From an optimization exercise on the open Yosys and OpenROAD flow, aimed at small area, a short achievable clock period and few clock cycles per item; shortcuts taken in it are not production practice.
Function was checked by simulation only, so behaviour that the tests miss may differ from the original.

==> inputs of v9 <==
// mini_mips8_instruction_execute
module mini_mips8_instruction_execute (
  input  logic              clk,
  input  logic              rst_n,
  input  logic              in_valid,
  output logic              in_ready,
  input  logic [1:0]        in_op,
  input  logic [15:0]       in_instr_word,
  input  logic [7:0]        in_host_addr,
  input  logic signed [7:0] in_host_data,
  output logic              out_valid,
  input  logic              out_ready,
  output logic [7:0]        out_next_pc,
  output logic              out_reg_write_done,
  output logic [2:0]        out_reg_dest,
  output logic signed [7:0] out_reg_value,
  output logic              out_mem_write_done,
  output logic              out_alu_overflow,
  output logic signed [7:0] out_read_data
);
export LEC_CHECK = 0
export ABC_CLOCK_PERIOD_IN_PS = 2500
export CAP_MARGIN = 20
export CORE_MARGIN = 2
export CORE_UTILIZATION = 65
export CTS_CLUSTER_DIAMETER = 80
export CTS_CLUSTER_SIZE = 25
export PLACE_DENSITY = 0.75
export SETUP_SLACK_MARGIN = 4.0
export SLEW_MARGIN = 20
export TNS_END_PERCENT = 10
create_clock -name core_clock -period 7.0 [get_ports {clk}]
standard.sh (not shown) runs the stock make flow with config.mk's settings and CLKGATE_MAP_FILE= SYNTH_SCRIPT=/design/flow/synth_recipe.tcl, a recipe that flattens the netlist after the stock synthesis.
==> flow/flow/run.sh <==
#!/bin/bash
# The standard layout with two changes:
# - synthesis leaves adders to abc: ADDER_MAP_FILE is emptied so Yosys does not box full and
#   half adders, which hides their delay from abc's mapping. Registers, their names and types
#   are those of the standard synthesis.
# - every input and output port still gets its own buffer, a buf_4 rather than the delay cell
#   buffer_ports picks by default.
set -euo pipefail
bash standard.sh ADDER_MAP_FILE= "BUFFER_PORTS_ARGS=-buffer_cell sky130_fd_sc_hd__buf_4" finish > orfs_make.log 2>&1
==> v20 (differences from v9) <==
--- a/flow/design.v
+++ b/flow/design.v
@@ -39,27 +39,27 @@
   } ctl_t;
 endpackage
 module mm8_exe (
   input  mm8_pkg::ctl_t ctl,
   input  logic [7:0]    a,          
   input  logic [7:0]    b,          
-  input  logic [7:0]    bop,        
-  input  logic          sub,        
   input  logic [7:0]    imm,        
   output logic          wr,         
   output logic          ovf,
   output logic [7:0]    val,        
   output logic [7:0]    addr,       
   output logic          memwr,
   output logic          taken       
 );
-  logic       use_imm, addsub;
-  logic [7:0] lres, sum, p, g;
+  logic       sub, use_imm, addsub;
+  logic [7:0] bop, lres, sum, p, g;
   logic [8:0] c;
+  assign sub     = (ctl.rtype & ctl.fn_sub) | ctl.beq;
   assign use_imm = ctl.addi | ctl.lw | ctl.sw;
   assign addsub  = ctl.rtype & ~ctl.fn_and & ~ctl.fn_or;
+  assign bop     = use_imm ? {{2{imm[5]}}, imm[5:0]} : (sub ? ~b : b);
   assign p = a ^ bop;
   assign g = a & bop;
   always_comb begin
     logic [7:0] gg, pp, g1, p1, g2, p2, g4;
     gg = g;
     pp = p;
@@ -119,15 +119,12 @@
   logic        r_v;
   logic [1:0]  r_op;
   logic [15:0] r_p;
   logic        e_v;
   mm8_pkg::ctl_t        e_ctl;
   logic [7:0]  e_a, e_b, e_imm;
-  logic [7:0]  e_bop;         
-  logic        e_sub;         
-  logic        e_fmo, e_fwo;  
   logic [2:0]  e_dest;
   logic        e_fma, e_fwa, e_fmb, e_fwb;    
   logic        m_v;
   logic        m_wr, m_load, m_memwr, m_mrd, m_rrd, m_ovf, m_taken, m_jump, m_exec;
   logic [2:0]  m_dest;
   logic [7:0]  m_val, m_pcimm;
@@ -210,86 +207,43 @@
   assign r_wrc  = e_ctl.rtype | e_ctl.rzero | e_ctl.addi | e_ctl.lw;
   assign haz = e_v & e_ctl.lw & ((r_usea & (e_dest == r_rs)) | (r_useb & (e_dest == r_rt)));
   assign r_a = r_ctl.hmem ? mm8_pkg::item_haddr(r_p) :
                (o_v & o_wr & (o_dest == r_rs)) ? o_val : rf[r_rs];
   assign r_b = r_ctl.mwr ? r_p[7:0] :
                (o_v & o_wr & (o_dest == r_rt)) ? o_val : rf[r_rt];
-  logic       r_sub, r_useo;
-  logic [7:0] r_bop;
-  assign r_sub  = (r_ctl.rtype & r_ctl.fn_sub) | r_ctl.beq;
-  assign r_useo = r_ctl.rtype | r_ctl.beq;
-  assign r_bop = (r_ctl.addi | r_ctl.lw | r_ctl.sw) ? {{2{r_p[5]}}, r_p[5:0]} :
-                 (r_sub ? ~r_b : r_b);
   always_ff @(posedge clk) begin
-    if (!rst_n) begin
-      e_ctl  <= '0;
-      e_a    <= '0;
-      e_b    <= '0;
-      e_bop  <= '0;
-      e_sub  <= 1'b0;
-      e_fmo  <= 1'b0;
-      e_fwo  <= 1'b0;
-      e_imm  <= '0;
-      e_dest <= '0;
-      e_fma  <= 1'b0;
-      e_fmb  <= 1'b0;
-      e_fwa  <= 1'b0;
-      e_fwb  <= 1'b0;
-    end else if (adv) begin
+    if (adv) begin
       e_ctl  <= r_ctl;
       e_a    <= r_a;
       e_b    <= r_b;
-      e_bop  <= r_bop;
-      e_sub  <= r_sub;
       e_imm  <= r_p[7:0];
       e_dest <= r_dest;
       e_fma  <= r_usea & e_v & r_wrc & (e_dest == r_rs);
       e_fmb  <= r_useb & e_v & r_wrc & (e_dest == r_rt);
       e_fwa  <= r_usea & m_v & m_wr & (m_dest == r_rs);
       e_fwb  <= r_useb & m_v & m_wr & (m_dest == r_rt);
-      e_fmo  <= r_useo & e_v & r_wrc & (e_dest == r_rt);
-      e_fwo  <= r_useo & m_v & m_wr & (m_dest == r_rt);
     end
   end
   logic [7:0] x_a, x_b, x_val, x_addr;
   logic       x_wr, x_ovf, x_memwr, x_taken;
   assign x_a = (e_fma & m_wr) ? m_val : (e_fwa ? o_val : e_a);
   assign x_b = (e_fmb & m_wr) ? m_val : (e_fwb ? o_val : e_b);
-  logic [7:0] x_bop;
-  assign x_bop = (e_fmo & m_wr) ? (m_val ^ {8{e_sub}}) : (e_fwo ? (o_val ^ {8{e_sub}}) : e_bop);
   mm8_exe u_exe (
     .ctl   (e_ctl),
     .a     (x_a),
     .b     (x_b),
-    .bop   (x_bop),
-    .sub   (e_sub),
     .imm   (e_imm),
     .wr    (x_wr),
     .ovf   (x_ovf),
     .val   (x_val),
     .addr  (x_addr),
     .memwr (x_memwr),
     .taken (x_taken)
   );
   always_ff @(posedge clk) begin
-    if (!rst_n) begin
-      m_wr    <= 1'b0;
-      m_load  <= 1'b0;
-      m_memwr <= 1'b0;
-      m_mrd   <= 1'b0;
-      m_rrd   <= 1'b0;
-      m_ovf   <= 1'b0;
-      m_taken <= 1'b0;
-      m_jump  <= 1'b0;
-      m_exec  <= 1'b0;
-      m_dest  <= '0;
-      m_val   <= '0;
-      m_lo    <= '1;    
-      m_hi    <= '1;
-      m_pcimm <= '0;
-    end else if (adv) begin
+    if (adv) begin
       m_wr    <= x_wr;
       m_load  <= e_ctl.lw;
       m_memwr <= x_memwr;
       m_mrd   <= e_ctl.mrd;
       m_rrd   <= e_ctl.rrd;
       m_ovf   <= x_ovf;
@@ -305,50 +259,43 @@
   end
   logic [7:0]  dm_q;
   logic        dm_we;
   logic [7:0]  dm_grp [16];    
   logic [15:0] dm_hw, dm_lw;   
   logic [7:0]  dm_wd [16];     
-  assign dm_we = rst_r | (m_v & m_memwr);
+  assign dm_we = m_v & m_memwr;
   always_comb begin
     dm_q = 8'd0;
     for (int j = 0; j < 16; j++) begin
       dm_grp[j] = 8'd0;
       for (int k = 0; k < 16; k++) begin
         dm_grp[j] = dm_grp[j] | ({8{m_lo[k]}} & dm[8*(16*j+k) +: 8]);
       end
       dm_q     = dm_q | ({8{m_hi[j]}} & dm_grp[j]);
-      dm_hw[j] = dm_we & m_hi[j];
-      dm_lw[j] = m_lo[j];
-      dm_wd[j] = m_val & {8{dm_hw[j]}};
+      dm_hw[j] = rst_r | (dm_we & m_hi[j]);
+      dm_lw[j] = rst_r | m_lo[j];
+      dm_wd[j] = m_val & {8{dm_we & m_hi[j] & ~rst_r}};
     end
   end
   for (genvar i = 0; i < 256; i++) begin : g_dm
     always_ff @(posedge clk) begin
       if (dm_hw[i/16] && dm_lw[i%16]) dm[8*i +: 8] <= dm_wd[i/16];
     end
   end
   always_ff @(posedge clk) begin
-    if (!rst_n) begin
-      o_wr    <= 1'b0;
-      o_dest  <= '0;
-      o_val   <= '0;
-      o_memwr <= 1'b0;
-      o_ovf   <= 1'b0;
-      o_rdata <= '0;
-    end else if (adv) begin
+    if (adv) begin
       o_wr    <= m_wr;
       o_dest  <= m_wr ? m_dest : 3'd0;
       o_val   <= m_wr ? (m_load ? dm_q : m_val) : 8'd0;
       o_memwr <= m_memwr;
       o_ovf   <= m_ovf;
       o_rdata <= m_mrd ? dm_q : (m_rrd ? m_val : 8'd0);
     end
   end
   logic [7:0] rf_wd;
-  assign rf_wd = o_val;    
+  assign rf_wd = rst_r ? 8'd0 : o_val;
   for (genvar j = 0; j < 8; j++) begin : g_rf
     always_ff @(posedge clk) begin
       if (rst_r || (o_v && o_wr && (o_dest == 3'(j)))) rf[j] <= rf_wd;
     end
   end
   assign in_ready           = sk_e;
==> flow/run.sh (new file) <==
#!/bin/bash
# synth_recipe.tcl (not shown) runs the flow's synth.tcl, then flattens the netlist and writes it again
# the make line also repeats each setting of config.mk as NAME=value (left out here)
make -C /OpenROAD-flow-scripts/flow DESIGN_CONFIG=/design/flow/config.mk WORK_HOME=/design/flow/orfs CLKGATE_MAP_FILE= SYNTH_SCRIPT=/design/flow/synth_recipe.tcl finish
==> flow/config.mk (replaced) <==
export PLATFORM = sky130hd
export DESIGN_NAME = mini_mips8_instruction_execute
export DESIGN_NICKNAME = mini_mips8_instruction_execute
export VERILOG_FILES = /design/flow/design.v
export SDC_FILE = /design/flow/constraint.sdc
export NUM_CORES = 4
export LEC_CHECK = 0
export ABC_CLOCK_PERIOD_IN_PS = 2500
export CAP_MARGIN = 20
export CORE_MARGIN = 2
export CORE_UTILIZATION = 40
export CTS_CLUSTER_DIAMETER = 100
export CTS_CLUSTER_SIZE = 30
export SETUP_SLACK_MARGIN = 4.5
export SLEW_MARGIN = 20
removed: flow/flow/run.sh
removed: flow/standard.sh
==> v1 (differences from v9) <==
--- a/flow/design.v
+++ b/flow/design.v
@@ -45,13 +45,12 @@
   input  logic [7:0]    bop,        
   input  logic          sub,        
   input  logic [7:0]    imm,        
   output logic          wr,         
   output logic          ovf,
   output logic [7:0]    val,        
-  output logic [7:0]    addr,       
   output logic          memwr,
   output logic          taken       
 );
   logic       use_imm, addsub;
   logic [7:0] lres, sum, p, g;
   logic [8:0] c;
@@ -86,13 +85,12 @@
     if (ctl.rtype)             val = (ctl.fn_and | ctl.fn_or) ? lres : sum;
     else if (ctl.addi)         val = sum;
     else if (ctl.sw | ctl.mwr) val = b;
     else if (ctl.rrd)          val = a;
   end
   assign wr    = (ctl.rtype | ctl.rzero | ctl.addi | ctl.lw) & ~ovf;
-  assign addr  = ctl.hmem ? a : sum;
   assign memwr = ctl.mwr | (ctl.sw & ~ovf);
   assign taken = ctl.beq & (a == b);
 endmodule
 module mini_mips8_instruction_execute (
   input  logic              clk,
   input  logic              rst_n,
@@ -247,13 +245,13 @@
       e_fwa  <= r_usea & m_v & m_wr & (m_dest == r_rs);
       e_fwb  <= r_useb & m_v & m_wr & (m_dest == r_rt);
       e_fmo  <= r_useo & e_v & r_wrc & (e_dest == r_rt);
       e_fwo  <= r_useo & m_v & m_wr & (m_dest == r_rt);
     end
   end
-  logic [7:0] x_a, x_b, x_val, x_addr;
+  logic [7:0] x_a, x_b, x_val;
   logic       x_wr, x_ovf, x_memwr, x_taken;
   assign x_a = (e_fma & m_wr) ? m_val : (e_fwa ? o_val : e_a);
   assign x_b = (e_fmb & m_wr) ? m_val : (e_fwb ? o_val : e_b);
   logic [7:0] x_bop;
   assign x_bop = (e_fmo & m_wr) ? (m_val ^ {8{e_sub}}) : (e_fwo ? (o_val ^ {8{e_sub}}) : e_bop);
   mm8_exe u_exe (
@@ -263,16 +261,24 @@
     .bop   (x_bop),
     .sub   (e_sub),
     .imm   (e_imm),
     .wr    (x_wr),
     .ovf   (x_ovf),
     .val   (x_val),
-    .addr  (x_addr),
     .memwr (x_memwr),
     .taken (x_taken)
   );
+  logic [4:0]  x_lsum;
+  logic [3:0]  x_hsum;
+  logic [15:0] x_lo, x_hi, x_hdec;
+  assign x_lsum = {1'b0, x_a[3:0]} + {1'b0, x_bop[3:0]};
+  assign x_hsum = x_a[7:4] + x_bop[7:4];
+  assign x_hdec = 16'd1 << x_hsum;
+  assign x_lo   = e_ctl.hmem ? (16'd1 << x_a[3:0]) : (16'd1 << x_lsum[3:0]);
+  assign x_hi   = e_ctl.hmem ? (16'd1 << x_a[7:4]) :
+                  (x_lsum[4] ? {x_hdec[14:0], x_hdec[15]} : x_hdec);
   always_ff @(posedge clk) begin
     if (!rst_n) begin
       m_wr    <= 1'b0;
       m_load  <= 1'b0;
       m_memwr <= 1'b0;
       m_mrd   <= 1'b0;
@@ -295,14 +301,14 @@
       m_ovf   <= x_ovf;
       m_taken <= x_taken;
       m_jump  <= e_ctl.jump;
       m_exec  <= e_ctl.exec;
       m_dest  <= e_dest;
       m_val   <= x_val;
-      m_lo    <= 16'd1 << x_addr[3:0];
-      m_hi    <= 16'd1 << x_addr[7:4];
+      m_lo    <= x_lo;
+      m_hi    <= x_hi;
       m_pcimm <= e_imm;
     end
   end
   logic [7:0]  dm_q;
   logic        dm_we;
   logic [7:0]  dm_grp [16];    
--- a/flow/config.mk
+++ b/flow/config.mk
@@ -6,12 +6,12 @@
 export NUM_CORES = 4
 export LEC_CHECK = 0
 export ABC_CLOCK_PERIOD_IN_PS = 2500
 export CAP_MARGIN = 20
 export CORE_MARGIN = 2
 export CORE_UTILIZATION = 65
-export CTS_CLUSTER_DIAMETER = 80
-export CTS_CLUSTER_SIZE = 25
+export CTS_CLUSTER_DIAMETER = 90
+export CTS_CLUSTER_SIZE = 30
 export PLACE_DENSITY = 0.75
 export SETUP_SLACK_MARGIN = 4.0
 export SLEW_MARGIN = 20
 export TNS_END_PERCENT = 10
==> PnR_summary.wiki <==
{| class="wikitable"
! Metric !! Value
|-
| Cell count along the critical path || 14
|-
| Number of clock buffers in the layout || just under 100
|-
| Multi-input gate share of the layout cell area || 0.200
|-
| Final routed wire length divided by cell count || about 37 microns
|-
| Xor-xnor portion of the synthesized cell area || 0.00442
|-
| Pre-CTS WS || 2660 ps
|-
| Outcome || finished clean
|-
| Final weighted congestion of routability-driven global placement || 0.831
|}
Source of the figures above: v20

==> PnR_summary.wiki <==
{| class="wikitable"
! Metric !! Value
|-
| Number of clock buffers in the layout || between 100 and 150
|-
| Multi-input gate share of the layout cell area || 0.210
|-
| Outcome || finished clean
|-
| Cell count along the critical path || 10
|-
| Xor-xnor portion of the synthesized cell area || 0.00692
|-
| Pre-CTS WS || about 2900 ps
|-
| Final weighted congestion of routability-driven global placement || around 0.9
|}
Source of the figures above: v9

==> PnR_summary.wiki <==
{| class="wikitable"
! Metric !! Value
|-
| Outcome || finished clean
|-
| Final routed wire length divided by cell count || 37.2 microns
|-
| Cell count along the critical path || 11
|-
| Multi-input gate share of the layout cell area || 0.213
|-
| Final weighted congestion of routability-driven global placement || 0.904
|-
| Pre-CTS WS || 2430 ps
|-
| Xor-xnor portion of the synthesized cell area || 0.00685
|-
| Number of clock buffers in the layout || 140
|}
Source of the figures above: v1

Testbench counts of v9, summed over its fixed seeds: cycles 20,390, items 20,000.
Testbench counts of v20, summed over its fixed seeds: cycles 20,390, items 20,000.
Testbench counts of v1, summed over its fixed seeds: cycles 20,390, items 20,000.

## separate check: timing with driven ports
The flow's constraints put no driver on any port. The routed layouts listed below were extracted and timed again, unchanged, in two steps. Step 1, drivers: a clkbuf_16 drives clk and a buf_2 each remaining input, both assumed. Step 2 times the ports against the registers' clock, not the clock port: input delays grow and output delays shrink by t, the midpoint of the rising clock arrivals with the driver on. Three values: ideal, step 1, step 2; two values: the first two.
| run | t (ns) | setup slack, ns | worst hold slack (ns) |
|---|---|---|---|
| v9 | 0.853 | 3.587 / 3.587 / 3.114 | 0.451 / 0.451 / 0.451 |
| v20 | 0.859 | 3.421 / 3.421 / 3.421 | 0.433 / 0.433 / 0.433 |
| v1 | 0.832 | 3.635 / 3.635 / 3.085 | 0.459 / 0.459 / 0.459 |
After both steps every run listed still meets setup and hold. For v1, which loses most, drivers alone change the setup slack by 0.000 ns; drivers and shift together by -0.550 ns.
